This design comes from an exercise in tuning for small area on the open sky130 flow, not from production work.
The RTL was checked by simulation tests, not by an equivalence proof against the original design.
Power and IR drop assume default switching activity.

`design/flow/flow/run.sh`:
```
#!/bin/bash
set -euo pipefail
bash standard.sh finish "CTS_ARGS=-sink_clustering_enable -repair_clock_nets -dont_use_dummy_load -buf_list sky130_fd_sc_hd__clkbuf_4 sky130_fd_sc_hd__clkbuf_8" > run_make.log 2>&1
```
`design/flow/standard.sh`:
```
#!/bin/bash
# synth_recipe.tcl (not shown) runs the flow's synth.tcl, then flattens the netlist and writes it again
# the make line also repeats each setting of config.mk as NAME=value (left out here)
make -C /OpenROAD-flow-scripts/flow DESIGN_CONFIG=/design/flow/config.mk WORK_HOME=/design/flow/orfs CLKGATE_MAP_FILE= SYNTH_SCRIPT=/design/flow/synth_recipe.tcl "${@:-finish}"
```
`design/flow/config.mk`:
```
export PLATFORM = sky130hd
export DESIGN_NAME = scan_top
export DESIGN_NICKNAME = scan_top
export VERILOG_FILES = /design/flow/design.v
export SDC_FILE = /design/flow/constraint.sdc
export NUM_CORES = 4
export LEC_CHECK = 0
export CAP_MARGIN = 20
export CORE_MARGIN = 2
export CORE_UTILIZATION = 70
export CTS_BUF_LIST = sky130_fd_sc_hd__clkbuf_4 sky130_fd_sc_hd__clkbuf_8
export SLEW_MARGIN = 20
```
`design/flow/constraint.sdc`:
```
create_clock -name core_clock -period 10.0 [get_ports {clk}]
set_input_delay 2.0000 -clock core_clock [delete_from_list [all_inputs] [get_ports {clk}]]
set_output_delay 2.0000 -clock core_clock [all_outputs]
set_load 0.01 [all_outputs]
```
`design/flow/design.v`:
```
`default_nettype none
`default_nettype wire
`default_nettype none
package scan_pkg;
    typedef logic [15:0] distance_t;
    typedef logic [15:0] angle_t;
    typedef struct packed {
        angle_t      fsa;
        angle_t      lsa;
        logic [7:0]  count;
        logic [7:0]  min_idx;
        logic [7:0]  max_idx;
    } scan_summary_t;
    typedef struct packed {
        logic [15:0] alert;
        angle_t      min_angle;
        angle_t      max_angle;
    } scan_report_t;
endpackage
`default_nettype wire
`timescale 1ns/1ps
`default_nettype none
module scan_top (
    input  logic clk,
    input  logic TxD_reset,
    input  logic rx_serial,
    output logic tx_serial,
    output logic tx_busy
);
    logic [3:0] sc_q;       
    logic       tick;
    assign tick = (sc_q == 4'd15);
    always_ff @(posedge clk) begin
        sc_q <= sc_q + 4'd1;
    end
    logic [3:0] rb_q;
    logic       dv;
    logic [2:0] j;
    logic       b;
    assign b  = rx_serial;
    assign dv = tick & ~rb_q[3];
    assign j  = rb_q[2:0];
    always_ff @(posedge clk) begin
        if (TxD_reset) begin
            rb_q <= 4'd9;
        end else if (rb_q == 4'd9) begin
            if (!b) rb_q <= tick ? 4'd0 : 4'd15;
        end else if (tick) begin
            rb_q <= rb_q + 4'd1;
        end
    end
    localparam logic [2:0] HA = 3'd0, HB = 3'd1, CN = 3'd2, FS = 3'd3, LS = 3'd4, SM = 3'd5;
    logic [2:0]  st_q;
    logic        hi_q;
    logic [3:0]  k;
    logic        byte_done;
    logic        field_done;
    assign k          = {hi_q, j};
    assign byte_done  = dv & (j == 3'd7);
    assign field_done = byte_done & hi_q;
    logic [7:0]  den_q;
    logic [7:0]  idx_q;
    logic [15:0] a_q;       
    logic [15:0] s_q;       
    logic [8:0]  r_q;       
    logic [8:0]  e_q;       
    logic        d_q;       
    logic        c_q;       
    logic        first;     
    logic        last;      
    logic [2:0][15:0] p_q;
    logic [1:0]  mi_q;      
    logic [1:0]  ma_q;      
    logic [1:0]  fr;        
    logic        maxv_q;    
    logic        lt_q, gt_q, nz_q, nr_q;
    logic [15:0] mina_q;    
    logic [15:0] maxa_q;
    logic [15:0] mask_q;
    localparam logic [2:0] Q_IDLE = 3'd0, Q_DIV = 3'd1, Q_COR = 3'd2, Q_E1 = 3'd3,
                           Q_E2 = 3'd4, Q_A = 3'd5;
    logic [2:0]  sq_q;
    logic        p9;        
    logic        p0;
    logic        dbit;      
    logic        dsub;      
    logic        den0;
    assign p9   = ~sc_q[3] | (sc_q == 4'd8);
    assign p0   = (sc_q == 4'd0);
    assign dbit = ~sc_q[3] & den_q[0];
    assign den0 = (den_q == 8'd0);
    assign dsub = (tb_q == 4'd15) | s_q[0];
    logic fa_x, fa_y, fa_c, fa_s, fa_co;
    always_comb begin
        fa_x = b;
        fa_y = 1'b0;
        fa_c = c_q;
        case (sq_q)
            Q_A:   begin fa_x = a_q[0]; fa_y = s_q[0]; if (p0) fa_c = nz_q & ~first; end
            Q_E1:  begin fa_x = e_q[0]; fa_y = ~sc_q[3] & r_q[0]; if (p0) fa_c = 1'b0; end
            Q_E2:  begin fa_x = e_q[0]; fa_y = nz_q & ~dbit; if (p0) fa_c = nz_q; end
            Q_DIV: begin fa_x = p0 ? s_q[15] : d_q; fa_y = dbit ^ dsub; if (p0) fa_c = dsub; end
            Q_COR: begin fa_x = r_q[0]; fa_y = dbit & ~s_q[0]; if (p0) fa_c = 1'b0; end
            default: begin
                case (st_q)
                    CN: begin fa_y = 1'b1; if (k == 4'd0) fa_c = 1'b0; end
                    FS: begin fa_x = ~(~k[3] & den_q[0]); if (k == 4'd0) fa_c = 1'b1; end
                    default: begin fa_y = ~a_q[0]; if (k == 4'd0) fa_c = 1'b1; end
                endcase
            end
        endcase
        {fa_co, fa_s} = fa_x + fa_y + fa_c;
    end
    logic rot9;             
    logic rot_den;          
    assign rot9    = (sq_q == Q_DIV || sq_q == Q_COR || sq_q == Q_E1 || sq_q == Q_E2) && p9;
    assign rot_den = (rot9 && ~sc_q[3] && sq_q != Q_E1) || (dv && st_q == FS && ~k[3]);
    logic hbit_ok;
    logic hmatch;
    assign hbit_ok = (b == (j[0] ^ (st_q == HB)));
    assign hmatch  = ((j == 3'd0) | c_q) & hbit_ok;
    logic m_bit, x_bit;
    logic lt_n, gt_n, nz_n, nr_n;
    logic take_min, take_max;
    assign fr    = ~(mi_q ^ ma_q);
    assign m_bit = p_q[mi_q][0];
    assign x_bit = p_q[ma_q][0];
    assign lt_n  = (b ^ m_bit) ? m_bit : ((k != 4'd0) & lt_q);
    assign gt_n  = (b ^ x_bit) ? b     : ((k != 4'd0) & gt_q);
    assign nz_n  = b | ((k != 4'd0) & nz_q);
    assign nr_n  = ~b & ((k == 4'd7) | nr_q);
    assign take_min = nz_n & lt_n;
    assign take_max = nz_n & (~maxv_q | gt_n);
    assign first    = (idx_q == 8'd0);
    assign last     = (idx_q == den_q);
    logic smp_done;
    assign smp_done = (st_q == SM) & field_done;
    logic tx_start;
    assign tx_start = (sq_q == Q_A) & tick & (st_q != SM);
    logic        busy_q;
    logic [3:0]  tb_q;
    logic [2:0]  tf_q;
    always_ff @(posedge clk) begin
        if (TxD_reset) begin
            st_q <= HA;
            sq_q <= Q_IDLE;
        end else begin
            if (byte_done) begin
                case (st_q)
                    HA: if (hmatch) st_q <= HB;
                    HB: st_q <= hmatch ? CN : HA;
                    CN: st_q <= FS;
                    FS: if (hi_q) st_q <= LS;
                    LS: if (hi_q) st_q <= SM;
                    SM: if (hi_q && last) st_q <= HA;
                    default: st_q <= HA;
                endcase
            end
            if (tick) begin
                case (sq_q)
                    Q_DIV:  if (tb_q == 4'd14) sq_q <= Q_COR;
                    Q_COR:  sq_q <= den0 ? Q_A : Q_IDLE;
                    Q_E1:   sq_q <= Q_E2;
                    Q_E2:   sq_q <= Q_A;
                    Q_A:    sq_q <= Q_IDLE;
                    default: begin
                        if (st_q == LS && field_done) sq_q <= Q_DIV;
                        else if (smp_done) sq_q <= last ? Q_A : Q_E1;
                    end
                endcase
            end
        end
    end
    always_ff @(posedge clk) begin
        if (byte_done) begin
            hi_q <= (st_q == CN || st_q == HA || st_q == HB) ? 1'b0 : ~hi_q;
        end
        if (sq_q == Q_A || rot9) c_q <= fa_co;
        else if (dv) begin
            if (st_q == HA || st_q == HB) c_q <= hmatch;
            else c_q <= fa_co;
        end
        d_q <= r_q[0];
        if (dv && st_q == CN) den_q <= {fa_s, den_q[7:1]};
        else if (rot_den) den_q <= {den_q[0], den_q[7:1]};
        if (dv && st_q == FS) idx_q <= {1'b0, idx_q[7:1]};
        else if (sq_q == Q_E1 && ~sc_q[3]) idx_q <= {idx_q[0] ^ (nz_q | p0), idx_q[7:1]};
        if (dv && st_q == FS) a_q <= {b, a_q[15:1]};
        else if ((dv && st_q == LS) || sq_q == Q_A)
            a_q <= {(sq_q == Q_A) ? fa_s : a_q[0], a_q[15:1]};
        if (dv && st_q == LS) s_q <= {fa_s, s_q[15:1]};
        else if (sq_q == Q_DIV && sc_q == 4'd8) s_q <= {s_q[14:0], ~fa_s | den0};
        else if (sq_q == Q_A) s_q <= {s_q[0], s_q[15:1]};
        if (dv && st_q == FS) begin
            r_q <= {1'b0, r_q[8:1]};
            if (k <= 4'd8) e_q <= {fa_s, e_q[8:1]};
        end else begin
            if ((sq_q == Q_DIV || sq_q == Q_COR) && p9) r_q <= {fa_s, r_q[8:1]};
            else if (sq_q == Q_E1 && p9) r_q <= {r_q[0], r_q[8:1]};
            if ((sq_q == Q_E1 || sq_q == Q_E2) && p9) e_q <= {fa_s, e_q[8:1]};
        end
        for (int r = 0; r < 3; r++) begin
            if (dv && (st_q == FS || st_q == LS)) begin
                p_q[r] <= {mi_q == 2'(r), p_q[r][15:1]};
            end else if (dv && st_q == SM) begin
                p_q[r] <= {(mi_q == 2'(r) || (ma_q == 2'(r) && maxv_q)) ? p_q[r][0] : b, p_q[r][15:1]};
            end
        end
        if (dv && st_q == SM) begin
            lt_q <= smp_done ? (take_min | first) : lt_n;
            gt_q <= smp_done ? (take_max | first) : gt_n;
            nz_q <= nz_n;
            nr_q <= nr_n;
        end else if (sq_q == Q_E1 && ~sc_q[3]) begin
            nz_q <= idx_q[0] & (nz_q | p0);
        end else if (sq_q == Q_E1 && sc_q == 4'd8) begin
            nz_q <= ~fa_s;      
        end
        if (st_q == CN) begin
            mi_q   <= 2'd0;
            ma_q   <= 2'd1;
            maxv_q <= 1'b0;
        end else if (smp_done) begin
            if (take_min) mi_q <= fr;
            if (take_max) begin
                if (maxv_q) ma_q <= fr;
                maxv_q <= 1'b1;
            end
        end
    end
    logic        bit_end;
    logic        tx_data;
    logic        txbit;
    assign bit_end = busy_q & tick;
    assign tx_data = ~tb_q[3];
    always_comb begin
        if (tf_q[2])      txbit = maxa_q[0];
        else if (tf_q[1]) txbit = mina_q[0];
        else              txbit = mask_q[0];
    end
    assign tx_serial = ~busy_q | (tb_q[3] ? ~tb_q[0] : txbit);
    assign tx_busy   = busy_q;
    always_ff @(posedge clk) begin
        if (TxD_reset) begin
            busy_q <= 1'b0;
        end else if (tx_start) begin
            busy_q <= 1'b1;
        end else if (bit_end && tb_q == 4'd8 && tf_q == 3'd5) begin
            busy_q <= 1'b0;
        end
    end
    always_ff @(posedge clk) begin
        if (tx_start || (st_q == LS && field_done)) begin
            tb_q <= 4'd15;
            tf_q <= 3'd0;
        end else if (bit_end || (tick && sq_q == Q_DIV)) begin
            tb_q <= (tb_q == 4'd8 && busy_q) ? 4'd15 : tb_q + 4'd1;
            if (tb_q == 4'd8) tf_q <= tf_q + 3'd1;
        end
    end
    always_ff @(posedge clk) begin
        if (smp_done && nz_n && idx_q[7:4] == 4'd0) mask_q <= {nr_n, mask_q[15:1]};
        else if ((dv && (st_q == FS || st_q == LS)) || (bit_end && tx_data && tf_q[2:1] == 2'b00))
            mask_q <= {1'b0, mask_q[15:1]};
    end
    always_ff @(posedge clk) begin
        if ((sq_q == Q_A && lt_q) || (bit_end && tx_data && tf_q[2:1] == 2'b01))
            mina_q <= {a_q[0], mina_q[15:1]};
        if ((sq_q == Q_A && gt_q) || (bit_end && tx_data && tf_q[2] == 1'b1))
            maxa_q <= {a_q[0], maxa_q[15:1]};
    end
endmodule
`default_nettype wire
```
==> impl_metrics.env, run 1 <==
export IMPL_die_h_microns=110
export IMPL_chipWidth_microns=110
export IMPL_port_buffers=4
export IMPL_synth_edf_count=166
export IMPL_firstError="[ERROR STA-0564] clock_tree_synthesis positional arguments not supported."
export IMPL_avgSynthCellArea_sq_um=14.2
export IMPL_row_count=38
export IMPL_place_area_sq_mm=0.00805
export IMPL_async_flop_share=0
export IMPL_start_util=0.722
export IMPL_dp_cells=685
export IMPL_ys_warn_count=1
export IMPL_synth_seq_cells=196
export IMPL_dp_hpwl_microns=9550
export IMPL_ys_seq_area_frac=0.708
export IMPL_syn_cell_area_sq_mm=0.00789
export IMPL_synthDistinctLibCells=71
export IMPL_synth_top_flop_cell="edfxtp_1"
export IMPL_status="aborted with a tool error"
export IMPL_lastStage="clock tree synthesis"
export IMPL_syn_nets=571
export IMPL_pin_count=5
export IMPL_routabilityCongestion=0.940
export IMPL_syn_instance_count=555
-- worst max path at each step --
stage	endpoint	cells past startpoint
detailed placement	mask_q[1]$_DFFE_PP_	4
global placement	nz_q$_DFFE_PP_	7
floorplan	p_q[0]$_DFFE_PP_	3
-- cells by family after synthesis --
logic type	Yosys count	share of synthesized area
compound gates	103	0.0851
xor+xnor	17	0.0189
fa+ha+maj	14	0.0230
buf+inv	39	0.0224
flops	196	0.708
mux	27	0.0371
simple gates	159	0.106
-- per-stage QoR --
| step | setup slack (ns) | utilization |
|---|---|---|
| 3_5_place_dp | 5.33 | 0.736 |
| 3_3_place_gp | 5.43 | 0.736 |
| 2_1_floorplan | 5.27 | - |
-- power groups by stage --
stage / Sequential (W) / Clock [W] / Combinational [W]
floorplan: 0.000915 / 0 / 0.0000686
global placement: 0.000920 / 0 / 0.0000812
detailed placement: 0.000922 / 0 / 0.0000900
-- Yosys cell counts, types with 3 or more instances --
| library cell | instances | share of area |
|---|---|---|
| nand2_1 | 43 | 0.020 |
| nand4_1 | 6 | 0.0048 |
| nor3b_1 | 3 | 0.0029 |
| mux2_2 | 18 | 0.026 |
| nor2_1 | 37 | 0.018 |
| mux2i_1 | 9 | 0.011 |
| nand2b_1 | 6 | 0.0048 |
| nand3_1 | 13 | 0.0082 |
| o22ai_1 | 4 | 0.0032 |
| inv_1 | 22 | 0.010 |
| a211oi_1 | 3 | 0.0029 |
| dfxtp_1 | 30 | 0.076 |
| o311ai_0 | 3 | 0.0033 |
| and3b_1 | 3 | 0.0033 |
| nor3_1 | 10 | 0.0063 |
| o211ai_1 | 3 | 0.0029 |
| nand3b_1 | 5 | 0.0048 |
| nor4_1 | 5 | 0.0040 |
| ha_1 | 12 | 0.019 |
| clkbuf_1 | 12 | 0.0057 |
| xnor2_1 | 11 | 0.012 |
| o21ai_0 | 28 | 0.018 |
| xor2_1 | 6 | 0.0067 |
| a31oi_1 | 10 | 0.0079 |
| and3_1 | 7 | 0.0055 |
| a21oi_1 | 23 | 0.015 |
| or2_2 | 3 | 0.0024 |
| edfxtp_1 | 166 | 0.63 |
==> run 2, diff against run 1 <==
==> design/flow/run.sh (new file) <==
#!/bin/bash
# synth_recipe.tcl (not shown) runs the flow's synth.tcl, then flattens the netlist and writes it again
# the make line also repeats each setting of config.mk as NAME=value (left out here)
make -C /OpenROAD-flow-scripts/flow DESIGN_CONFIG=/design/flow/config.mk WORK_HOME=/design/flow/orfs CLKGATE_MAP_FILE= SYNTH_SCRIPT=/design/flow/synth_recipe.tcl finish
removed: design/flow/flow/run.sh
removed: design/flow/standard.sh
==> impl_metrics.env, run 2 <==
export IMPL_min_to="a_q[4]$_DFFE_PP_"
export IMPL_insertedDiodeCount=0
export IMPL_r2r_end="nz_q$_DFFE_PP_"
export IMPL_ys_warn_count=1
export IMPL_grt_first_pass_wirelength_microns=23100
export IMPL_hold_depth=0
export IMPL_cts_resized=0
export IMPL_synth_top_area_share=0.632
export IMPL_fin_skew_ns=0.0194
export IMPL_status="complete, no violations"
export IMPL_max_vdd_ir_drop_mv=0.179
export IMPL_drtAntennaViolNets=0
export IMPL_fillers=632
export IMPL_grt_overflow=0
export IMPL_maxSlewHeadroom=0.363
export IMPL_hold_path_class="flop to flop"
export IMPL_syn_nets=571
export IMPL_slew_violations=0
export IMPL_drt_pass1_iterations=5
export IMPL_synth_edf_count=166
export IMPL_synth_common_cells="166 x edfxtp_1, 43 x nand2_1, 37 x nor2_1, 30 x dfxtp_1, 28 x o21ai_0"
export IMPL_wirelength_microns=14600
export IMPL_p_leak_nw=2.86
export IMPL_grt_use_total=0.263
export IMPL_core_area_sq_mm=0.0109
export IMPL_worst_slew_pin_slew_ns=0.945
export IMPL_syn_cell_area_sq_mm=0.00789
export IMPL_die_h_microns=110
export IMPL_rsz0062_at_grt="no"
export IMPL_met3_usage=0.0729
export IMPL_cts_tree="yes"
export IMPL_syn2layout_area_growth_pct=8.10
export IMPL_clk_pin_slew_ns=0.11
export IMPL_routabilityCongestion=0.940
export IMPL_cp_arrival_ns=4.33
export IMPL_worst_r2r_setup_slack_ns=6.45
export IMPL_dp_cells=685
export IMPL_crit_type="input pin to flop"
export IMPL_antenna_found_initial=0
export IMPL_grt_max_degree=49
export IMPL_path_cells="clkdlybuf4s50_1, nor2_1, nor4_2, a221o_1"
export IMPL_synthDistinctLibCells=71
export IMPL_ys_seq_area_frac=0.708
export IMPL_cts_max_level=4
export IMPL_drive_gt1_frac=0.121
export IMPL_fin_total_pwr_w=0.00157
export IMPL_power_density_mw_per_mm2=185
export IMPL_seq_area_sq_mm=0.00559
export IMPL_clk_latency_ns=0.47
export IMPL_synth_top_flop_cell="edfxtp_1"
export IMPL_r2r_start="idx_q[5]$_DFFE_PP_"
export IMPL_synth_top_area_cell="edfxtp_1"
export IMPL_chipWidth_microns=110
export IMPL_postCtsHoldBufs=0
export IMPL_syn_instance_count=555
export IMPL_post_cts_buffers=0
export IMPL_finalHoldViolations=0
export IMPL_max_freq_mhz=237
export IMPL_cp_max_fo=19
export IMPL_cts_inserted_buffers=17
export IMPL_wl_per_cell_microns=20.4
export IMPL_cts_buffer_depth=2
export IMPL_synth_area_leaders="edfxtp_1 63%, dfxtp_1 7.6%, mux2_2 2.6%"
export IMPL_post_route_min_period_ns=4.22
export IMPL_met2_usage=0.402
export IMPL_async_flop_share=0
export IMPL_top_usage_layer="met2"
export IMPL_cp_start_kind="input pin"
export IMPL_multiInputGateArea_sq_mm=0.00214
export IMPL_largest_register_ffs=48
export IMPL_cts_root_buf="clkbuf_8"
export IMPL_worstSetupEndpointType="flop"
export IMPL_synth_seq_cells=196
export IMPL_avgSynthCellArea_sq_um=14.2
export IMPL_required_ns=10.11
export IMPL_slowest_delay_ns=0.99
export IMPL_drv_max_cap_violation_count=0
export IMPL_regMostFlops="p_q"
export IMPL_setup_viol=0
export IMPL_pin_count=5
export IMPL_synth_most_common_cell="edfxtp_1"
export IMPL_final_cell_mix="166 x edfxtp_1, 43 x nand2_1, 37 x nor2_1"
export IMPL_fin_nets=580
export IMPL_slowest_stage="clkdlybuf4s50_1"
export IMPL_use_met1=0.368
export IMPL_instances_no_fill=717
export IMPL_vias=4560
export IMPL_layout_commonest_cell="edfxtp_1"
export IMPL_r2r_cells=9
export IMPL_vias_per_cell=6.36
export IMPL_start_util=0.722
export IMPL_hp_start="a_q[5]$_DFFE_PP_"
export IMPL_grt_pass1_vias=4427
export IMPL_dp_hpwl_microns=9550
export IMPL_drc=0
export IMPL_fin_crit_sh=0.422
export IMPL_tns_ns=0
export IMPL_clkSinkCount=196
export IMPL_row_count=38
export IMPL_dieArea_sq_mm=0.0121
export IMPL_port_buffers=4
export IMPL_drtIter0Drc=537
==> run 2: cell counts after synthesis <==
Identical to the previous run, type by type.
==> run 2: final cells by class <==
cell class,count,area share
Timing Repair Buffer,7,0.00733
Tap cell,140,0.0205
Clock inverter,15,0.0293
Inverter,22,0.00968
Sequential cell,196,0.655
Clock buffer,17,0.0274
Multi-Input combinational cell,320,0.251
==> run 2: logic make-up after synthesis <==
group / Yosys count / share of synthesized area
XOR/XNOR: 17 / 0.0189
multiplexers: 27 / 0.0371
adder cells (fa/ha/maj): 14 / 0.0230
buffers and inverters: 39 / 0.0224
flip-flops: 196 / 0.708
AO/OA/AOI/OAI: 103 / 0.0851
AND/OR/NAND/NOR: 159 / 0.106
==> run 2: critical path, delay by kind of cell <==
| family | cells | cell delay, ns |
|---|---|---|
| buf+inv | 1 | 0.99 |
| compound gates | 1 | 0.69 |
| simple gates | 2 | 0.64 |
==> run 2: report_power, final <==
group	switching (W)	internal (W)	leakage [nW]
Combinational	0.0000533	0.0000397	0.938
Sequential	0.0000192	0.000885	1.69
Clock	0.000293	0.000284	0.239
Total	0.000365	0.00121	2.86
==> run 2: worst max-delay path by stage <==
stage | end | from | cells past startpoint | slack, ns
4_1_cts | mask_q[1]$_DFFE_PP_ | rx_serial | 4 | 5.85
5_1_grt | mask_q[1]$_DFFE_PP_ | rx_serial | 4 | 5.64
2_1_floorplan | p_q[0]$_DFFE_PP_ | sc_q[0]$_DFF_P_ | 3 | 5.27
3_3_place_gp | nz_q$_DFFE_PP_ | rx_serial | 7 | 5.43
6_report | mask_q[1]$_DFFE_PP_ | rx_serial | 4 | 5.78
3_5_place_dp | mask_q[1]$_DFFE_PP_ | rx_serial | 4 | 5.33
==> run 2: routing by layer <==
layer	routed length, microns	up-vias	part of all wire
met2	6890	207	0.47
met1	6540	2219	0.45
li1	-	2120	-
met3	1020	14	0.070
met4	150	0	0.010
met5	0	-	0
==> run 2: per-stage QoR <==
step	instance area, sq um	util	setup slack, ns	hold slack [ns]
2_1_floorplan	7890	-	5.27	0.391
3_3_place_gp	8050	0.736	5.43	0.401
3_5_place_dp	8050	0.736	5.33	0.405
4_1_cts	8530	0.780	5.85	0.421
5_1_grt	8530	0.780	5.64	0.427
6_report	8530	0.780	5.78	0.422
==> run 3, diff against run 2 <==
==> design/flow/flow/run.sh (new file) <==
#!/bin/bash
set -euo pipefail
bash standard.sh finish "CTS_ARGS=-sink_clustering_enable -repair_clock_nets -dont_use_dummy_load -sink_clustering_size 20 -sink_clustering_max_diameter 100 -buf_list {sky130_fd_sc_hd__clkbuf_8}" > run_make.log 2>&1
==> design/flow/standard.sh (new file) <==
#!/bin/bash
# synth_recipe.tcl (not shown) runs the flow's synth.tcl, then flattens the netlist and writes it again
# the make line also repeats each setting of config.mk as NAME=value (left out here)
make -C /OpenROAD-flow-scripts/flow DESIGN_CONFIG=/design/flow/config.mk WORK_HOME=/design/flow/orfs CLKGATE_MAP_FILE= SYNTH_SCRIPT=/design/flow/synth_recipe.tcl "${@:-finish}"
removed: design/flow/run.sh
==> impl_metrics.env, run 3 <==
export IMPL_setup_viol=0
export IMPL_synth_edf_count=166
export IMPL_hold_path_class="flop to flop"
export IMPL_pre_cts_ws_ns=5.33
export IMPL_cts_root_buf="clkbuf_8"
export IMPL_cts_resized=0
export IMPL_r2r_start="idx_q[5]$_DFFE_PP_"
export IMPL_crit_path_start="rx_serial"
export IMPL_avgSynthCellArea_sq_um=14.2
export IMPL_grt_max_degree=49
export IMPL_synth_top_area_share=0.632
export IMPL_drt_pass1_iterations=7
export IMPL_max_freq_mhz=235
export IMPL_core_area_sq_mm=0.0109
export IMPL_power_density_mw_per_mm2=165
export IMPL_worst_slew_pin_slew_ns=1.00
export IMPL_antenna_found_initial=0
export IMPL_row_count=38
export IMPL_rsz0062_at_grt="no"
export IMPL_cts_inserted_buffers=17
export IMPL_tns_ns=0
export IMPL_largest_register_ffs=48
export IMPL_syn_cell_area_sq_mm=0.00789
export IMPL_synth_seq_cells=196
export IMPL_crit_type="input pin to flop"
export IMPL_maxSlewHeadroom=0.324
export IMPL_drtIter0Drc=549
export IMPL_status="complete, no violations"
export IMPL_grt_use_total=0.254
export IMPL_drtAntennaViolNets=0
export IMPL_p_clk_frac=0.270
export IMPL_wirelength_microns=14100
export IMPL_synth_most_common_cell="edfxtp_1"
export IMPL_hold_depth=0
export IMPL_wl_per_cell_microns=20.1
export IMPL_syn2layout_area_growth_pct=4.93
export IMPL_syn_instance_count=555
export IMPL_synth_fa_ha_area_frac=0.0230
export IMPL_routabilityCongestion=0.940
export IMPL_slowest_delay_ns=0.97
export IMPL_synth_area_leaders="edfxtp_1 63%, dfxtp_1 7.6%, mux2_2 2.6%"
export IMPL_cts_max_level=4
export IMPL_switchingPower_w=0.000293
export IMPL_cp_arrival_ns=4.33
export IMPL_switching_share=0.214
export IMPL_fin_total_pwr_w=0.00137
export IMPL_synth_mux_area_frac=0.0371
export IMPL_slew_violations=0
export IMPL_cp_start_kind="input pin"
export IMPL_port_buffers=4
export IMPL_path_cells="clkdlybuf4s50_1, nor2_1, nor4_2, a221o_1"
export IMPL_required_ns=10.07
export IMPL_clk_latency_ns=0.47
export IMPL_async_flop_share=0
export IMPL_cts_tree="yes"
export IMPL_chipWidth_microns=110
export IMPL_worstSetupEndpointType="flop"
export IMPL_worst_r2r_setup_slack_ns=6.44
export IMPL_p_leak_nw=2.75
export IMPL_vias_per_cell=6.40
export IMPL_finalHoldViolations=0
export IMPL_regMostFlops="p_q"
export IMPL_ys_warn_count=1
export IMPL_setup_ws_ns=5.74
export IMPL_drc=0
export IMPL_clkSinkCount=196
export IMPL_final_cell_mix="166 x edfxtp_1, 43 x nand2_1, 37 x nor2_1"
export IMPL_synth_common_cells="166 x edfxtp_1, 43 x nand2_1, 37 x nor2_1, 30 x dfxtp_1, 28 x o21ai_0"
export IMPL_post_route_min_period_ns=4.26
export IMPL_synth_compound_area_share=0.0851
export IMPL_slowest_stage="clkdlybuf4s50_1"
export IMPL_grt_pass1_vias=4301
export IMPL_fin_crit_sh=0.426
export IMPL_synthXorXnorAreaFrac=0.0189
export IMPL_start_util=0.722
export IMPL_fin_util=0.757
export IMPL_r2r_end="nz_q$_DFFE_PP_"
export IMPL_synth_top_flop_cell="edfxtp_1"
export IMPL_dieArea_sq_mm=0.0121
export IMPL_dp_hpwl_microns=9550
export IMPL_cts_buffer_depth=2
export IMPL_die_h_microns=110
export IMPL_fin_skew_ns=0.0385
export IMPL_seqPwrFrac=0.661
export IMPL_power_frac_comb=0.069
export IMPL_synthSimpleGateAreaFrac=0.106
export IMPL_cp_max_fo=19
export IMPL_synthDistinctLibCells=71
export IMPL_insertedDiodeCount=0
export IMPL_power_internal_w=0.00108
export IMPL_postCtsHoldBufs=0
export IMPL_ys_seq_area_frac=0.708
export IMPL_grt_overflow=0
export IMPL_synth_top_family_by_area="simple AND/OR/NAND/NOR gates"
export IMPL_layout_commonest_cell="edfxtp_1"
export IMPL_max_vdd_ir_drop_mv=0.138
export IMPL_pin_count=5
export IMPL_r2r_cells=9
export IMPL_drive_gt1_frac=0.0979
export IMPL_post_cts_buffers=0
export IMPL_grt_first_pass_wirelength_microns=22300
export IMPL_drv_max_cap_violation_count=0
export IMPL_clk_pin_slew_ns=0.10
export IMPL_crit_path_end="mask_q[1]$_DFFE_PP_"
export IMPL_synth_top_area_cell="edfxtp_1"
export IMPL_vias=4492
export IMPL_place_area_sq_mm=0.00805
export IMPL_final_area_sq_mm=0.00828
export IMPL_fin_nets=580
export IMPL_syn_nets=571
==> run 3: worst max-delay path, delay by kind of cell <==
| kind | cells | cell delay (ns) |
|---|---|---|
| AO/OA/AOI/OAI | 1 | 0.70 |
| buffers and inverters | 1 | 0.97 |
| AND/OR/NAND/NOR | 2 | 0.65 |
==> run 3: stage by stage <==
step	cells	hold WS, ns
after floorplan	555	0.391
final	702	0.414
after detailed placement	685	0.405
after global routing	702	0.415
after CTS	702	0.415
after global placement	685	0.401
==> run 3: power groups by stage <==
stage | clock network (W) | logic [W] | registers [W]
global route | 0.000407 | 0.000104 | 0.000906
finish | 0.000370 | 0.0000942 | 0.000904
floorplan | 0 | 0.0000686 | 0.000915
global placement | 0 | 0.0000812 | 0.000920
CTS | 0.000378 | 0.0000911 | 0.000903
detailed placement | 0 | 0.0000900 | 0.000922
==> run 3: metal layers <==
metal | track usage | wire length, microns | vias up
met5 | 0 | 0 | -
met4 | 0.0902 | 239 | 0
met3 | 0.0676 | 981 | 23
met2 | 0.374 | 6390 | 171
met1 | 0.370 | 6470 | 2195
li1 | - | - | 2103
==> run 3: cell families after synthesis <==
family	after synthesis
compound gates	103
xor+xnor	17
fa+ha+maj	14
buf+inv	39
flops	196
mux	27
simple gates	159
==> run 3: worst min path at each step <==
stage                      startpoint           endpoint  slack, ns
finish              p_q[39]$_DFFE_PP_  p_q[38]$_DFFE_PP_       0.41
global placement    p_q[17]$_DFFE_PP_  p_q[16]$_DFFE_PP_       0.40
detailed placement   e_q[7]$_DFFE_PP_   e_q[6]$_DFFE_PP_       0.40
CTS                 p_q[39]$_DFFE_PP_  p_q[38]$_DFFE_PP_       0.42
floorplan            r_q[0]$_DFFE_PP_        d_q$_DFF_P_       0.39
global route        p_q[39]$_DFFE_PP_  p_q[38]$_DFFE_PP_       0.41
==> run 3: final cells by class <==
class	count	area, sq um
Inverter	22	82.6
Tap cell	140	175
Sequential cell	196	5590
Timing Repair Buffer	7	62.6
Multi-Input combinational cell	320	2140
Clock buffer	17	234
Fill cell	679	2660
==> run 4, diff against run 3 <==
==> design/flow/flow/run.sh (replaced) <==
#!/bin/bash
set -euo pipefail
bash standard.sh finish "CTS_ARGS=-sink_clustering_enable -repair_clock_nets -dont_use_dummy_load -sink_clustering_size 35 -sink_clustering_max_diameter 150 -buf_list {sky130_fd_sc_hd__clkbuf_16}" > run_make.log 2>&1
==> impl_metrics.env, run 4 <==
export IMPL_grt_overflow=0
export IMPL_final_area_sq_mm=0.00847
export IMPL_syn_instance_count=555
export IMPL_fin_crit_sh=0.433
export IMPL_post_route_min_period_ns=4.33
export IMPL_cts_buffer_depth=2
export IMPL_p_clk_frac=0.351
export IMPL_drc=0
export IMPL_syn_nets=571
export IMPL_cp_start_kind="input pin"
export IMPL_fin_nets=580
export IMPL_avgSynthCellArea_sq_um=14.2
export IMPL_grt_use_total=0.262
export IMPL_drtIter0Drc=504
export IMPL_cts_tree="yes"
export IMPL_status="complete, no violations"
export IMPL_max_freq_mhz=231
export IMPL_regMostFlops="p_q"
export IMPL_ys_seq_area_frac=0.708
export IMPL_drtAntennaViolNets=0
export IMPL_async_flop_share=0
export IMPL_die_h_microns=110
export IMPL_port_buffers=4
export IMPL_core_area_sq_mm=0.0109
export IMPL_synth_top_area_share=0.632
export IMPL_final_cell_mix="166 x edfxtp_1, 43 x nand2_1, 37 x nor2_1"
export IMPL_vias_per_cell=6.49
export IMPL_insertedDiodeCount=0
export IMPL_p_leak_nw=2.83
export IMPL_layout_commonest_cell="edfxtp_1"
export IMPL_max_vdd_ir_drop_mv=0.150
export IMPL_vias=4556
export IMPL_synth_area_leaders="edfxtp_1 63%, dfxtp_1 7.6%, mux2_2 2.6%"
export IMPL_finalHoldViolations=0
export IMPL_post_cts_buffers=0
export IMPL_switching_share=0.207
export IMPL_synthDistinctLibCells=71
export IMPL_chipWidth_microns=110
export IMPL_grt_max_degree=49
export IMPL_power_frac_comb=0.061
export IMPL_wirelength_microns=14600
export IMPL_cts_resized=0
export IMPL_row_count=38
export IMPL_grt_pass1_vias=4393
export IMPL_drv_max_cap_violation_count=0
export IMPL_synth_top_area_cell="edfxtp_1"
export IMPL_largest_register_ffs=48
export IMPL_cts_max_level=4
export IMPL_crit_type="input pin to flop"
export IMPL_rsz0062_at_grt="no"
export IMPL_synth_seq_cells=196
export IMPL_antenna_found_initial=0
export IMPL_slew_violations=0
export IMPL_tns_ns=0
export IMPL_required_ns=10.05
export IMPL_clk_latency_ns=0.43
export IMPL_place_area_sq_mm=0.00805
export IMPL_synth_common_cells="166 x edfxtp_1, 43 x nand2_1, 37 x nor2_1, 30 x dfxtp_1, 28 x o21ai_0"
export IMPL_syn2layout_area_growth_pct=7.36
export IMPL_drt_pass1_iterations=5
export IMPL_postCtsHoldBufs=0
export IMPL_cp_max_fo=19
export IMPL_power_density_mw_per_mm2=182
export IMPL_hold_path_class="flop to flop"
export IMPL_dp_hpwl_microns=9550
export IMPL_maxSlewHeadroom=0.356
export IMPL_grt_first_pass_wirelength_microns=22900
export IMPL_fin_skew_ns=0.0257
export IMPL_wl_per_cell_microns=20.7
export IMPL_worst_slew_pin_slew_ns=0.956
export IMPL_cts_inserted_buffers=17
export IMPL_seqPwrFrac=0.588
export IMPL_cp_arrival_ns=4.38
export IMPL_dieArea_sq_mm=0.0121
export IMPL_syn_cell_area_sq_mm=0.00789
export IMPL_clk_pin_slew_ns=0.06
export IMPL_routabilityCongestion=0.940
export IMPL_cts_root_buf="clkbuf_16"
export IMPL_start_util=0.722
export IMPL_synth_most_common_cell="edfxtp_1"
export IMPL_setup_viol=0
export IMPL_worstSetupEndpointType="flop"
export IMPL_synth_edf_count=166
export IMPL_pin_count=5
export IMPL_switchingPower_w=0.000318
export IMPL_ys_warn_count=1
export IMPL_synth_top_flop_cell="edfxtp_1"
export IMPL_clkSinkCount=196
export IMPL_power_internal_w=0.00122
export IMPL_fin_util=0.775
export IMPL_drive_gt1_frac=0.0979
[run 4: power by group through the flow]
stage / sequential (W) / combinational (W) / clock (W)
2_1_floorplan: 0.000915 / 0.0000686 / 0
3_3_place_gp: 0.000920 / 0.0000812 / 0
3_5_place_dp: 0.000922 / 0.0000900 / 0
4_1_cts: 0.000905 / 0.0000915 / 0.000547
5_1_grt: 0.000906 / 0.000104 / 0.000578
6_report: 0.000906 / 0.0000942 / 0.000540
[run 4: cells by family (layout without fill, tap and decap cells)]
logic type / count (synthesis) / count (layout) / share of synthesized area
and+or+nand+nor: 159 / 159 / 0.106
adders and majority gates: 14 / 14 / 0.0230
muxes: 27 / 27 / 0.0371
xor gates and xnor gates: 17 / 17 / 0.0189
AOI/OAI and AO/OA: 103 / 103 / 0.0851
buffers and inverters: 39 / 46 / 0.0224
DFF: 196 / 196 / 0.708
[run 4: final timing paths]
path	start	to	slack, ns	depth (start not counted)
max	rx_serial	mask_q[1]$_DFFE_PP_	5.67	4
min	mina_q[1]$_DFFE_PP_	mina_q[0]$_DFFE_PP_	0.42	0
min reg2reg	mina_q[1]$_DFFE_PP_	mina_q[0]$_DFFE_PP_	0.42	0
max reg2reg	idx_q[5]$_DFFE_PP_	nz_q$_DFFE_PP_	6.43	9
[run 4: layout make-up]
cell class | count | area [sq um]
fill | 646 | 2460
sequential | 196 | 5590
clock buffer | 17 | 425
timing repair buffer | 7 | 62.6
multi-input combinational | 320 | 2140
tap | 140 | 175
inverter | 22 | 82.6
[run 4: metal layers]
layer / vias up / wire length (microns) / track usage
li1: 2100 / - / -
met1: 2267 / 6640 / 0.362
met2: 160 / 6750 / 0.402
met3: 29 / 826 / 0.0717
met4: 0 / 330 / 0.103
met5: - / 0 / 0
[run 4: worst max-delay path, cell delays in order]
cell and delay (ns):
clkdlybuf4s50_1 1.00, nor2_1 0.14, nor4_2 0.53, a221o_1 0.70
[run 4: through the flow]
stage                     total power (W)  hold WS, ns  std cells  setup slack, ns
after CTS                         0.00154        0.416        702             5.76
after global placement            0.00100        0.401        685             5.43
after detailed placement          0.00101        0.405        685             5.33
after floorplan                  0.000984        0.391        555             5.27
final                             0.00154        0.416        702             5.67
after global routing              0.00159        0.420        702             5.53
==> run 5, diff against run 4 <==
==> design/flow/flow/run.sh (replaced) <==
#!/bin/bash
set -euo pipefail
bash standard.sh finish "CTS_ARGS=-sink_clustering_enable -repair_clock_nets -dont_use_dummy_load -buf_list {sky130_fd_sc_hd__clkbuf_4 sky130_fd_sc_hd__clkbuf_8}" > run_make.log 2>&1
==> impl_metrics.env, run 5 <==
export IMPL_rsz0062_at_grt="no"
export IMPL_grt_overflow=0
export IMPL_synth_edf_count=166
export IMPL_routabilityCongestion=0.940
export IMPL_synth_top_area_share=0.632
export IMPL_post_cts_buffers=0
export IMPL_synth_mux_area_frac=0.0371
export IMPL_slowest_delay_ns=0.97
export IMPL_finalHoldViolations=0
export IMPL_power_density_mw_per_mm2=165
export IMPL_drive_gt1_frac=0.0979
export IMPL_top_layer="met4"
export IMPL_postCtsHoldBufs=0
export IMPL_synth_compound_area_share=0.0851
export IMPL_async_flop_share=0
export IMPL_met1_length_microns=6470
export IMPL_dp_hpwl_microns=9550
export IMPL_tns_ns=0
export IMPL_drtAntennaViolNets=0
export IMPL_fin_total_pwr_w=0.00137
export IMPL_path_cells="clkdlybuf4s50_1, nor2_1, nor4_2, a221o_1"
export IMPL_synth_area_leaders="edfxtp_1 63%, dfxtp_1 7.6%, mux2_2 2.6%"
export IMPL_wirelength_microns=14100
export IMPL_grt_pass1_vias=4301
export IMPL_status="complete, no violations"
export IMPL_setup_viol=0
export IMPL_cts_max_level=4
export IMPL_start_util=0.722
export IMPL_synth_fa_ha_area_frac=0.0230
export IMPL_drtIter0Drc=549
export IMPL_layout_commonest_cell="edfxtp_1"
export IMPL_wl_per_cell_microns=20.1
export IMPL_cp_start_kind="input pin"
export IMPL_crit_path_end="mask_q[1]$_DFFE_PP_"
export IMPL_port_buffers=4
export IMPL_grt_first_pass_wirelength_microns=22300
export IMPL_pin_count=5
export IMPL_synth_most_common_cell="edfxtp_1"
export IMPL_fin_nets=580
export IMPL_drt_pass1_iterations=7
export IMPL_drc=0
export IMPL_synthDistinctLibCells=71
export IMPL_worstSetupEndpointType="flop"
export IMPL_clk_latency_ns=0.47
export IMPL_cts_inserted_buffers=17
export IMPL_r2r_start="idx_q[5]$_DFFE_PP_"
export IMPL_cts_resized=0
export IMPL_die_h_microns=110
export IMPL_grt_max_degree=49
export IMPL_cts_tree="yes"
export IMPL_crit_path_start="rx_serial"
export IMPL_syn_nets=571
export IMPL_drv_max_cap_violation_count=0
export IMPL_chipWidth_microns=110
export IMPL_maxSlewHeadroom=0.324
export IMPL_r2r_end="nz_q$_DFFE_PP_"
export IMPL_worst_slew_pin_slew_ns=1.00
export IMPL_synth_top_family_by_area="simple AND/OR/NAND/NOR gates"
export IMPL_dieArea_sq_mm=0.0121
export IMPL_syn_cell_area_sq_mm=0.00789
export IMPL_wl_met3_microns=981
export IMPL_synth_common_cells="166 x edfxtp_1, 43 x nand2_1, 37 x nor2_1, 30 x dfxtp_1, 28 x o21ai_0"
export IMPL_post_route_min_period_ns=4.26
export IMPL_p_leak_nw=2.75
export IMPL_wl_met2_microns=6390
export IMPL_antenna_found_initial=0
export IMPL_cp_max_fo=19
export IMPL_dp_cells=685
export IMPL_fin_crit_sh=0.426
export IMPL_hold_path_class="flop to flop"
export IMPL_synthXorXnorAreaFrac=0.0189
export IMPL_max_freq_mhz=235
export IMPL_cts_buffer_depth=2
export IMPL_max_vdd_ir_drop_mv=0.138
export IMPL_ys_warn_count=1
export IMPL_regMostFlops="p_q"
export IMPL_synthSimpleGateAreaFrac=0.106
export IMPL_syn2layout_area_growth_pct=4.93
export IMPL_synth_seq_cells=196
export IMPL_clkSinkCount=196
export IMPL_vias=4492
export IMPL_avgSynthCellArea_sq_um=14.2
export IMPL_final_cell_mix="166 x edfxtp_1, 43 x nand2_1, 37 x nor2_1"
export IMPL_ys_seq_area_frac=0.708
export IMPL_required_ns=10.07
export IMPL_clk_pin_slew_ns=0.10
export IMPL_r2r_cells=9
export IMPL_cts_root_buf="clkbuf_8"
export IMPL_grt_use_total=0.254
export IMPL_fin_skew_ns=0.0385
export IMPL_insertedDiodeCount=0
export IMPL_synth_top_area_cell="edfxtp_1"
export IMPL_synth_top_flop_cell="edfxtp_1"
export IMPL_crit_type="input pin to flop"
export IMPL_worst_r2r_setup_slack_ns=6.44
export IMPL_vias_per_cell=6.40
export IMPL_cp_arrival_ns=4.33
export IMPL_row_count=38
export IMPL_core_area_sq_mm=0.0109
export IMPL_largest_register_ffs=48
export IMPL_syn_instance_count=555
export IMPL_slew_violations=0
export IMPL_instances_no_fill=702
export IMPL_slowest_stage="clkdlybuf4s50_1"
-- run 5: cell counts after synthesis --
No cell type changed its count.
-- run 5: logic make-up (layout without fill, tap and decap cells) --
group | after synthesis | count (layout)
mux | 27 | 27
buf+inv | 39 | 46
flops | 196 | 196
fa+ha+maj | 14 | 14
simple gates | 159 | 159
xor+xnor | 17 | 17
compound gates | 103 | 103
-- run 5: routing by layer --
layer	vias up	track usage
met5	-	0
met4	0	0.0902
met3	23	0.0676
met2	171	0.374
met1	2195	0.370
li1	2103	-
-- run 5: worst min-delay path by stage --
| stage | start | endpoint | slack [ns] | depth (start not counted) |
|---|---|---|---|---|
| 6_report | p_q[39]$_DFFE_PP_ | p_q[38]$_DFFE_PP_ | 0.41 | 0 |
| 5_1_grt | p_q[39]$_DFFE_PP_ | p_q[38]$_DFFE_PP_ | 0.41 | 0 |
| 4_1_cts | p_q[39]$_DFFE_PP_ | p_q[38]$_DFFE_PP_ | 0.42 | 0 |
| 3_5_place_dp | e_q[7]$_DFFE_PP_ | e_q[6]$_DFFE_PP_ | 0.40 | 0 |
| 3_3_place_gp | p_q[17]$_DFFE_PP_ | p_q[16]$_DFFE_PP_ | 0.40 | 0 |
| 2_1_floorplan | r_q[0]$_DFFE_PP_ | d_q$_DFF_P_ | 0.39 | 0 |
-- run 5: metrics by stage --
step,hold slack [ns],instance area (sq um),util,worst slack (ns)
4_1_cts,0.415,8280,0.757,5.80
2_1_floorplan,0.391,7890,-,5.27
5_1_grt,0.415,8280,0.757,5.60
3_3_place_gp,0.401,8050,0.736,5.43
6_report,0.414,8280,0.757,5.74
3_5_place_dp,0.405,8050,0.736,5.33
-- run 5: where the power goes --
part	internal (W)	switching, W
combinational	0.0000400	0.0000543
sequential	0.000885	0.0000193
clock	0.000150	0.000220
-- run 5: critical path: cells and delay by family --
| kind | cells | cell delay, ns |
|---|---|---|
| and+or+nand+nor | 2 | 0.65 |
| AOI/OAI and AO/OA | 1 | 0.70 |
| buffers and inverters | 1 | 0.97 |
-- run 5: cell type report --
class / instances / area, sq um
sequential: 196 / 5590
inverter: 22 / 82.6
tap: 140 / 175
clock buffer: 17 / 234
fill: 679 / 2660
multi-input combinational: 320 / 2140
timing repair buffer: 7 / 62.6
==> run 6, diff against run 5 <==
--- a/design/flow/design.v
+++ b/design/flow/design.v
@@ -43,10 +43,9 @@
     always_ff @(posedge clk) begin
         if (TxD_reset) begin
             rb_q <= 4'd9;
-        end else if (rb_q == 4'd9) begin
-            if (!b) rb_q <= tick ? 4'd0 : 4'd15;
         end else if (tick) begin
-            rb_q <= rb_q + 4'd1;
+            if (rb_q == 4'd9) rb_q <= b ? 4'd9 : 4'd0;
+            else rb_q <= rb_q + 4'd1;
         end
     end
     localparam logic [2:0] HA = 3'd0, HB = 3'd1, CN = 3'd2, FS = 3'd3, LS = 3'd4, SM = 3'd5;
@@ -69,9 +68,9 @@
     logic        first;     
     logic        last;      
     logic [2:0][15:0] p_q;
-    logic [1:0]  mi_q;      
-    logic [1:0]  ma_q;      
-    logic [1:0]  fr;        
+    logic [2:0]  mi_q;      
+    logic [2:0]  ma_q;      
+    logic [2:0]  fr;        
     logic        maxv_q;    
     logic        lt_q, gt_q, nz_q, nr_q;
     logic [15:0] mina_q;    
@@ -122,9 +121,9 @@
     logic m_bit, x_bit;
     logic lt_n, gt_n, nz_n, nr_n;
     logic take_min, take_max;
-    assign fr    = ~(mi_q ^ ma_q);
-    assign m_bit = p_q[mi_q][0];
-    assign x_bit = p_q[ma_q][0];
+    assign fr    = ~(mi_q | ma_q);
+    assign m_bit = |(mi_q & {p_q[2][0], p_q[1][0], p_q[0][0]});
+    assign x_bit = |(ma_q & {p_q[2][0], p_q[1][0], p_q[0][0]});
     assign lt_n  = (b ^ m_bit) ? m_bit : ((k != 4'd0) & lt_q);
     assign gt_n  = (b ^ x_bit) ? b     : ((k != 4'd0) & gt_q);
     assign nz_n  = b | ((k != 4'd0) & nz_q);
@@ -201,9 +200,9 @@
         end
         for (int r = 0; r < 3; r++) begin
             if (dv && (st_q == FS || st_q == LS)) begin
-                p_q[r] <= {mi_q == 2'(r), p_q[r][15:1]};
+                p_q[r] <= {mi_q[r], p_q[r][15:1]};
             end else if (dv && st_q == SM) begin
-                p_q[r] <= {(mi_q == 2'(r) || (ma_q == 2'(r) && maxv_q)) ? p_q[r][0] : b, p_q[r][15:1]};
+                p_q[r] <= {(mi_q[r] || (ma_q[r] && maxv_q)) ? p_q[r][0] : b, p_q[r][15:1]};
             end
         end
         if (dv && st_q == SM) begin
@@ -217,8 +216,8 @@
             nz_q <= ~fa_s;      
         end
         if (st_q == CN) begin
-            mi_q   <= 2'd0;
-            ma_q   <= 2'd1;
+            mi_q   <= 3'b001;
+            ma_q   <= 3'b010;
             maxv_q <= 1'b0;
         end else if (smp_done) begin
             if (take_min) mi_q <= fr;
==> design/flow/config.mk (replaced) <==
export PLATFORM = sky130hd
export DESIGN_NAME = scan_top
export DESIGN_NICKNAME = scan_top
export VERILOG_FILES = /design/flow/design.v
export SDC_FILE = /design/flow/constraint.sdc
export NUM_CORES = 4
export LEC_CHECK = 0
export CAP_MARGIN = 0
export CORE_MARGIN = 2
export CORE_UTILIZATION = 70
export SLEW_MARGIN = 0
==> impl_metrics.env, run 6 <==
export IMPL_hold_worst_slack_ns=0.405
export IMPL_synth_edf_count=166
export IMPL_fin_nets=565
export IMPL_min_to="r_q[3]$_DFFE_PP_"
export IMPL_slowest_delay_ns=0.82
export IMPL_cts_root_buf="clkbuf_8"
export IMPL_met3_usage=0.0676
export IMPL_r2r_cells=9
export IMPL_drt_pass1_iterations=6
export IMPL_hp_start="r_q[4]$_DFFE_PP_"
export IMPL_finalHoldViolations=0
export IMPL_power_frac_comb=0.178
export IMPL_switching_share=0.286
export IMPL_drtIter0Drc=427
export IMPL_r2r_end="nz_q$_DFFE_PP_"
export IMPL_clk_pin_slew_ns=0.08
export IMPL_slowest_stage="clkdlybuf4s50_1"
export IMPL_postCtsHoldBufs=0
export IMPL_cp_max_fo=16
export IMPL_clkSinkCount=198
export IMPL_syn_instance_count=550
export IMPL_slew_violations=0
export IMPL_instances_no_fill=690
export IMPL_fin_total_pwr_w=0.00188
export IMPL_hold_path_class="flop to flop"
export IMPL_cp_start_kind="input pin"
export IMPL_maxSlewHeadroom=0.293
export IMPL_grt_first_pass_wirelength_microns=22900
export IMPL_synth_area_leaders="edfxtp_1 64%, dfxtp_1 8.2%, nor2_1 2.3%"
export IMPL_required_ns=10.08
export IMPL_status="complete, no violations"
export IMPL_post_cts_buffers=0
export IMPL_pin_count=5
export IMPL_p_clk_frac=0.202
export IMPL_synth_top_area_share=0.640
export IMPL_synth_common_cells="166 x edfxtp_1, 47 x nor2_1, 39 x nand2_1, 33 x a21oi_1, 32 x dfxtp_1"
export IMPL_syn2layout_area_growth_pct=4.81
export IMPL_post_route_min_period_ns=4.12
export IMPL_start_util=0.718
export IMPL_grt_overflow=0
export IMPL_grt_max_degree=49
export IMPL_seqPwrFrac=0.621
export IMPL_die_h_microns=109
export IMPL_max_freq_mhz=243
export IMPL_worst_r2r_setup_slack_ns=6.41
export IMPL_r2r_start="idx_q[5]$_DFFE_PP_"
export IMPL_core_area_sq_mm=0.0108
export IMPL_cts_resized=0
export IMPL_drtAntennaViolNets=0
export IMPL_worst_path_buf_inv=2
export IMPL_met2_usage=0.399
export IMPL_power_density_mw_per_mm2=230
export IMPL_synthDistinctLibCells=60
export IMPL_regMostFlops="p_q"
export IMPL_worst_slew_pin_slew_ns=1.05
export IMPL_syn_nets=563
export IMPL_worstSetupEndpointType="flop"
export IMPL_synth_most_common_cell="edfxtp_1"
export IMPL_drv_max_cap_violation_count=0
export IMPL_port_buffers=4
export IMPL_max_vdd_ir_drop_mv=0.163
export IMPL_drc=0
export IMPL_wirelength_microns=14600
export IMPL_drive_gt1_frac=0.0709
export IMPL_critPathTopFamily="compound AO/OA/AOI/OAI gates"
export IMPL_avgSynthCellArea_sq_um=14.2
export IMPL_tns_ns=0
export IMPL_grt_use_total=0.267
export IMPL_synth_top_area_cell="edfxtp_1"
export IMPL_dp_hpwl_microns=9890
export IMPL_grt_pass1_vias=4191
export IMPL_cp_arrival_ns=4.20
export IMPL_vias=4468
export IMPL_cts_max_level=4
export IMPL_hold_depth=0
export IMPL_crit_path_start="rx_serial"
export IMPL_cts_inserted_buffers=17
export IMPL_use_met1=0.380
export IMPL_fin_skew_ns=0.0228
export IMPL_row_count=38
export IMPL_p_leak_nw=2.66
export IMPL_power_internal_w=0.00134
export IMPL_final_cell_mix="166 x edfxtp_1, 47 x nor2_1, 39 x nand2_1"
export IMPL_synth_top_flop_cell="edfxtp_1"
export IMPL_crit_type="input pin to flop"
export IMPL_dp_cells=673
export IMPL_layout_commonest_cell="edfxtp_1"
export IMPL_synth_seq_cells=198
export IMPL_cts_tree="yes"
export IMPL_ys_warn_count=1
export IMPL_chipWidth_microns=109
export IMPL_dieArea_sq_mm=0.0120
export IMPL_top_usage_layer="met2"
export IMPL_clk_latency_ns=0.47
export IMPL_largest_register_ffs=48
export IMPL_path_cells="clkdlybuf4s50_1, inv_1, a2111oi_2, a221o_1"
export IMPL_wl_per_cell_microns=21.2
export IMPL_routabilityCongestion=0.918
export IMPL_cts_buffer_depth=2
export IMPL_setup_viol=0
export IMPL_antenna_found_initial=0
export IMPL_switchingPower_w=0.000538
export IMPL_fin_crit_sh=0.412
export IMPL_vias_per_cell=6.48
export IMPL_syn_cell_area_sq_mm=0.00778
export IMPL_insertedDiodeCount=0
export IMPL_ys_seq_area_frac=0.723
export IMPL_async_flop_share=0
export IMPL_rsz0062_at_grt="no"
-- run 6: changes by cell type after synthesis, sizes merged, moves of 6 or more --
cell   change
o21ai      -8
a21oi      +8
xnor2      -8
xor2       +7
and3       -6
nor2      +10
-- run 6: worst register-to-register path, cell delays in order, from the launching register on --
cell and delay, ns:
edfxtp_1 0.46, nor4_1 0.82, nand2_1 0.35, o211ai_1 0.26, o2111ai_1 0.16, o311a_1 0.18
fa_1 0.73, nor2_1 0.09, a211oi_1 0.21, a21oi_1 0.07
-- run 6: worst max-delay path by stage --
stage	end	slack [ns]	cells after the start
2_1_floorplan	nz_q$_DFFE_PP_	6.25	8
3_3_place_gp	nz_q$_DFFE_PP_	5.50	8
3_5_place_dp	mask_q[4]$_DFFE_PP_	5.42	4
4_1_cts	mask_q[2]$_DFFE_PP_	5.90	4
5_1_grt	mask_q[2]$_DFFE_PP_	5.73	4
6_report	mask_q[2]$_DFFE_PP_	5.88	4
-- run 6: logic make-up (layout without fill, tap and decap cells) --
logic type / Yosys count / after routing / synth area share
AOI/OAI and AO/OA: 103 / 103 / 0.0860
muxes: 24 / 24 / 0.0331
xor gates and xnor gates: 16 / 16 / 0.0180
adders and majority gates: 12 / 12 / 0.0196
buffers and inverters: 40 / 40 / 0.0207
and+or+nand+nor: 157 / 157 / 0.100
DFF: 198 / 198 / 0.723
-- run 6: final cells by class --
type | count | area [sq um]
clock buffers | 17 | 234
multi-input cells | 312 | 2010
repair buffers | 5 | 47.5
flip-flops and latches | 198 | 5630
inverters | 18 | 67.6
well taps | 140 | 175
fillers | 657 | 2680
-- run 6: metrics by stage --
step           worst slack [ns]  area, sq um   util
6_report                   5.88         8160  0.753
3_5_place_dp               5.42         7930  0.731
5_1_grt                    5.73         8160  0.753
3_3_place_gp               5.50         7930  0.731
2_1_floorplan              6.25         7780      -
4_1_cts                    5.90         8160  0.753
-- run 6: power by group through the flow --
stage / clock, W / combinational (W) / sequential, W
2_1_floorplan: 0 / 0.000275 / 0.00112
3_3_place_gp: 0 / 0.000305 / 0.00117
3_5_place_dp: 0 / 0.000330 / 0.00118
4_1_cts: 0.000386 / 0.000332 / 0.00116
5_1_grt: 0.000414 / 0.000371 / 0.00118
6_report: 0.000379 / 0.000334 / 0.00117
-- run 6: layer usage --
| layer | up-vias | wire (microns) |
|---|---|---|
| met3 | 27 | 847 |
| met2 | 173 | 6930 |
| met4 | 0 | 345 |
| met5 | - | 0 |
| met1 | 2208 | 6530 |
| li1 | 2060 | - |
==> run 7, diff against run 6 <==
==> design/flow/config.mk (replaced) <==
export PLATFORM = sky130hd
export DESIGN_NAME = scan_top
export DESIGN_NICKNAME = scan_top
export VERILOG_FILES = /design/flow/design.v
export SDC_FILE = /design/flow/constraint.sdc
export NUM_CORES = 4
export LEC_CHECK = 0
export CAP_MARGIN = 20
export CORE_MARGIN = 2
export CORE_UTILIZATION = 60
export SLEW_MARGIN = 20
==> impl_metrics.env, run 7 <==
export IMPL_path_cells="clkdlybuf4s50_1, nor2_1, a31oi_1, o21a_1, fa_1, nor2_1, a211oi_1, a21oi_1"
export IMPL_clkSinkCount=198
export IMPL_tns_ns=0
export IMPL_row_count=41
export IMPL_critPathMostFrequentCell="nor2_1"
export IMPL_fin_nets=565
export IMPL_wl_per_cell_microns=17.9
export IMPL_antenna_found_initial=0
export IMPL_drt_pass1_iterations=5
export IMPL_cts_inserted_buffers=17
export IMPL_port_buffers=4
export IMPL_drtAntennaViolNets=0
export IMPL_p_clk_frac=0.202
export IMPL_cp_arrival_ns=4.32
export IMPL_grt_overflow=0
export IMPL_switchingPower_w=0.000511
export IMPL_chipWidth_microns=118
export IMPL_critPathTopFamily="adder cells"
export IMPL_syn2layout_area_growth_pct=5.32
export IMPL_max_vdd_ir_drop_mv=0.189
export IMPL_worst_slew_pin_slew_ns=0.928
export IMPL_syn_cell_area_sq_mm=0.00778
export IMPL_synth_common_cells="166 x edfxtp_1, 47 x nor2_1, 39 x nand2_1, 33 x a21oi_1, 32 x dfxtp_1"
export IMPL_synth_area_leaders="edfxtp_1 64%, dfxtp_1 8.2%, nor2_1 2.3%"
export IMPL_cts_buffer_depth=2
export IMPL_cts_resized=0
export IMPL_clk_latency_ns=0.45
export IMPL_grt_first_pass_wirelength_microns=21200
export IMPL_worstSetupEndpointType="flop"
export IMPL_insertedDiodeCount=0
export IMPL_wirelength_microns=12900
export IMPL_dp_hpwl_microns=8430
export IMPL_post_cts_buffers=0
export IMPL_fillers=963
export IMPL_worst_r2r_setup_slack_ns=6.52
export IMPL_clk_pin_slew_ns=0.09
export IMPL_maxSlewHeadroom=0.375
export IMPL_required_ns=10.17
export IMPL_layout_commonest_cell="edfxtp_1"
export IMPL_vias_per_cell=5.91
export IMPL_syn_nets=563
export IMPL_fin_skew_ns=0.0237
export IMPL_synth_seq_cells=198
export IMPL_postCtsHoldBufs=0
export IMPL_drtIter0Drc=482
export IMPL_vias=4267
export IMPL_grt_pass1_vias=4045
export IMPL_syn_instance_count=550
export IMPL_dieArea_sq_mm=0.0139
export IMPL_cts_root_buf="clkbuf_8"
export IMPL_max_freq_mhz=241
export IMPL_crit_type="input pin to flop"
export IMPL_power_frac_comb=0.174
export IMPL_die_h_microns=118
export IMPL_ys_seq_area_frac=0.723
export IMPL_cts_tree="yes"
export IMPL_synth_top_area_cell="edfxtp_1"
export IMPL_pin_count=5
export IMPL_regMostFlops="p_q"
export IMPL_largest_register_ffs=48
export IMPL_fin_crit_sh=0.415
export IMPL_cp_max_fo=15
export IMPL_drv_max_cap_violation_count=0
export IMPL_start_util=0.617
export IMPL_async_flop_share=0
export IMPL_cts_max_level=4
export IMPL_synth_most_common_cell="edfxtp_1"
export IMPL_synth_top_flop_cell="edfxtp_1"
export IMPL_setup_viol=0
export IMPL_status="complete, no violations"
export IMPL_slew_violations=0
export IMPL_fin_total_pwr_w=0.00185
export IMPL_drive_gt1_frac=0.0709
export IMPL_core_area_sq_mm=0.0126
export IMPL_synth_top_area_share=0.640
export IMPL_post_route_min_period_ns=4.15
export IMPL_p_leak_nw=2.66
export IMPL_hold_path_class="flop to flop"
export IMPL_worst_path_buf_inv=1
export IMPL_seqPwrFrac=0.624
export IMPL_grt_max_degree=49
export IMPL_drc=0
export IMPL_routabilityCongestion=0.895
export IMPL_power_density_mw_per_mm2=226
export IMPL_ys_warn_count=1
export IMPL_switching_share=0.276
export IMPL_grt_use_total=0.197
export IMPL_synth_edf_count=166
export IMPL_rsz0062_at_grt="no"
export IMPL_final_cell_mix="166 x edfxtp_1, 47 x nor2_1, 39 x nand2_1"
export IMPL_finalHoldViolations=0
export IMPL_avgSynthCellArea_sq_um=14.2
export IMPL_synthDistinctLibCells=60
export IMPL_slowest_delay_ns=0.77
export IMPL_slowest_stage="fa_1"
export IMPL_cp_start_kind="input pin"
export IMPL_power_internal_w=0.00134
## run 7: cell count changes in the layout (fill, tap and decap cells not counted)
cell,delta
o21ai_1,+1
o21ai_0,-1
## run 7: worst paths after layout
check	to	startpoint	depth (start not counted)
setup / recovery	nz_q$_DFFE_PP_	rx_serial	8
setup reg to reg	nz_q$_DFFE_PP_	idx_q[5]$_DFFE_PP_	9
hold / removal	mina_q[5]$_DFFE_PP_	mina_q[6]$_DFFE_PP_	0
hold reg to reg	mina_q[5]$_DFFE_PP_	mina_q[6]$_DFFE_PP_	0
## run 7: final cells by class
| type | count | area [sq um] | share of cell area |
|---|---|---|---|
| Tap cell | 172 | 215 | 0.0262 |
| Clock buffer | 17 | 234 | 0.0285 |
| Timing Repair Buffer | 5 | 47.5 | 0.00580 |
| Sequential cell | 198 | 5630 | 0.686 |
| Inverter | 18 | 67.6 | 0.00824 |
| Multi-Input combinational cell | 312 | 2010 | 0.245 |
## run 7: worst reg2reg max path: cells and delay by family (launching register included)
kind,cells,cell delay (ns)
compound gates,5,0.85
fa+ha+maj,1,0.75
flops,1,0.43
simple gates,3,1.19
## run 7: cell families after synthesis
family | synth area share
compound gates | 0.0860
xor+xnor | 0.0180
fa+ha+maj | 0.0196
buf+inv | 0.0207
flops | 0.723
mux | 0.0331
simple gates | 0.100
## run 7: per-stage QoR
stage | std cells | setup slack, ns | area (sq um) | util | hold WS [ns]
global route | 722 | 5.68 | 8200 | 0.650 | 0.417
detailed placement | 705 | 5.45 | 7970 | 0.631 | 0.405
global placement | 705 | 5.49 | 7970 | 0.631 | 0.402
finish | 722 | 5.85 | 8200 | 0.650 | 0.413
CTS | 722 | 5.91 | 8200 | 0.650 | 0.413
floorplan | 550 | 6.25 | 7780 | - | 0.392
## run 7: power groups by stage
stage | registers (W) | clock network [W] | logic (W)
CTS | 0.00116 | 0.000391 | 0.000320
floorplan | 0.00112 | 0 | 0.000275
global route | 0.00117 | 0.000424 | 0.000364
global placement | 0.00117 | 0 | 0.000306
detailed placement | 0.00117 | 0 | 0.000316
finish | 0.00116 | 0.000374 | 0.000321
## run 7: per-layer routing
layer / up-vias / GRT usage / wire (microns)
met1: 2077 / 0.304 / 6550
met4: 0 / 0.0678 / 169
li1: 2059 / - / -
met2: 119 / 0.272 / 5570
met5: - / 0 / 0
met3: 12 / 0.0514 / 627

[static timing again, ports no longer ideal]
The flow's constraints put no driver on any port. The routed layouts listed below were extracted and timed again, unchanged, in two steps. Step 1 sets driving cells, clkbuf_16 on the clock port and buf_2 on the other inputs (assumed; they add their load-dependent delay and slew). Step 2 also shifts input and output timing later by t, the mid clock arrival at the registers, as if the neighbouring blocks saw the same clock. Slacks: ideal ports / drivers / drivers and shift; pairs: ideal ports / drivers.
run | t, ns | setup slack, ns | worst data-port slew with drivers (ns)
run 2 | 0.498 | 5.778 / 5.787 / 5.288 | 0.03
run 3 | 0.483 | 5.742 / 5.753 / 5.270 | 0.03
run 4 | 0.460 | 5.667 / 5.680 / 5.220 | 0.03
run 5 | 0.483 | 5.742 / 5.753 / 5.270 | 0.03
run 6 | 0.493 | 5.881 / 5.893 / 5.400 | 0.03
run 7 | 0.479 | 5.854 / 5.870 / 5.391 | 0.03
After both steps setup and hold are still met in every run listed. The setup slack of run 2, which loses most, moves by +0.009 ns with the drivers and by -0.490 ns with both steps.
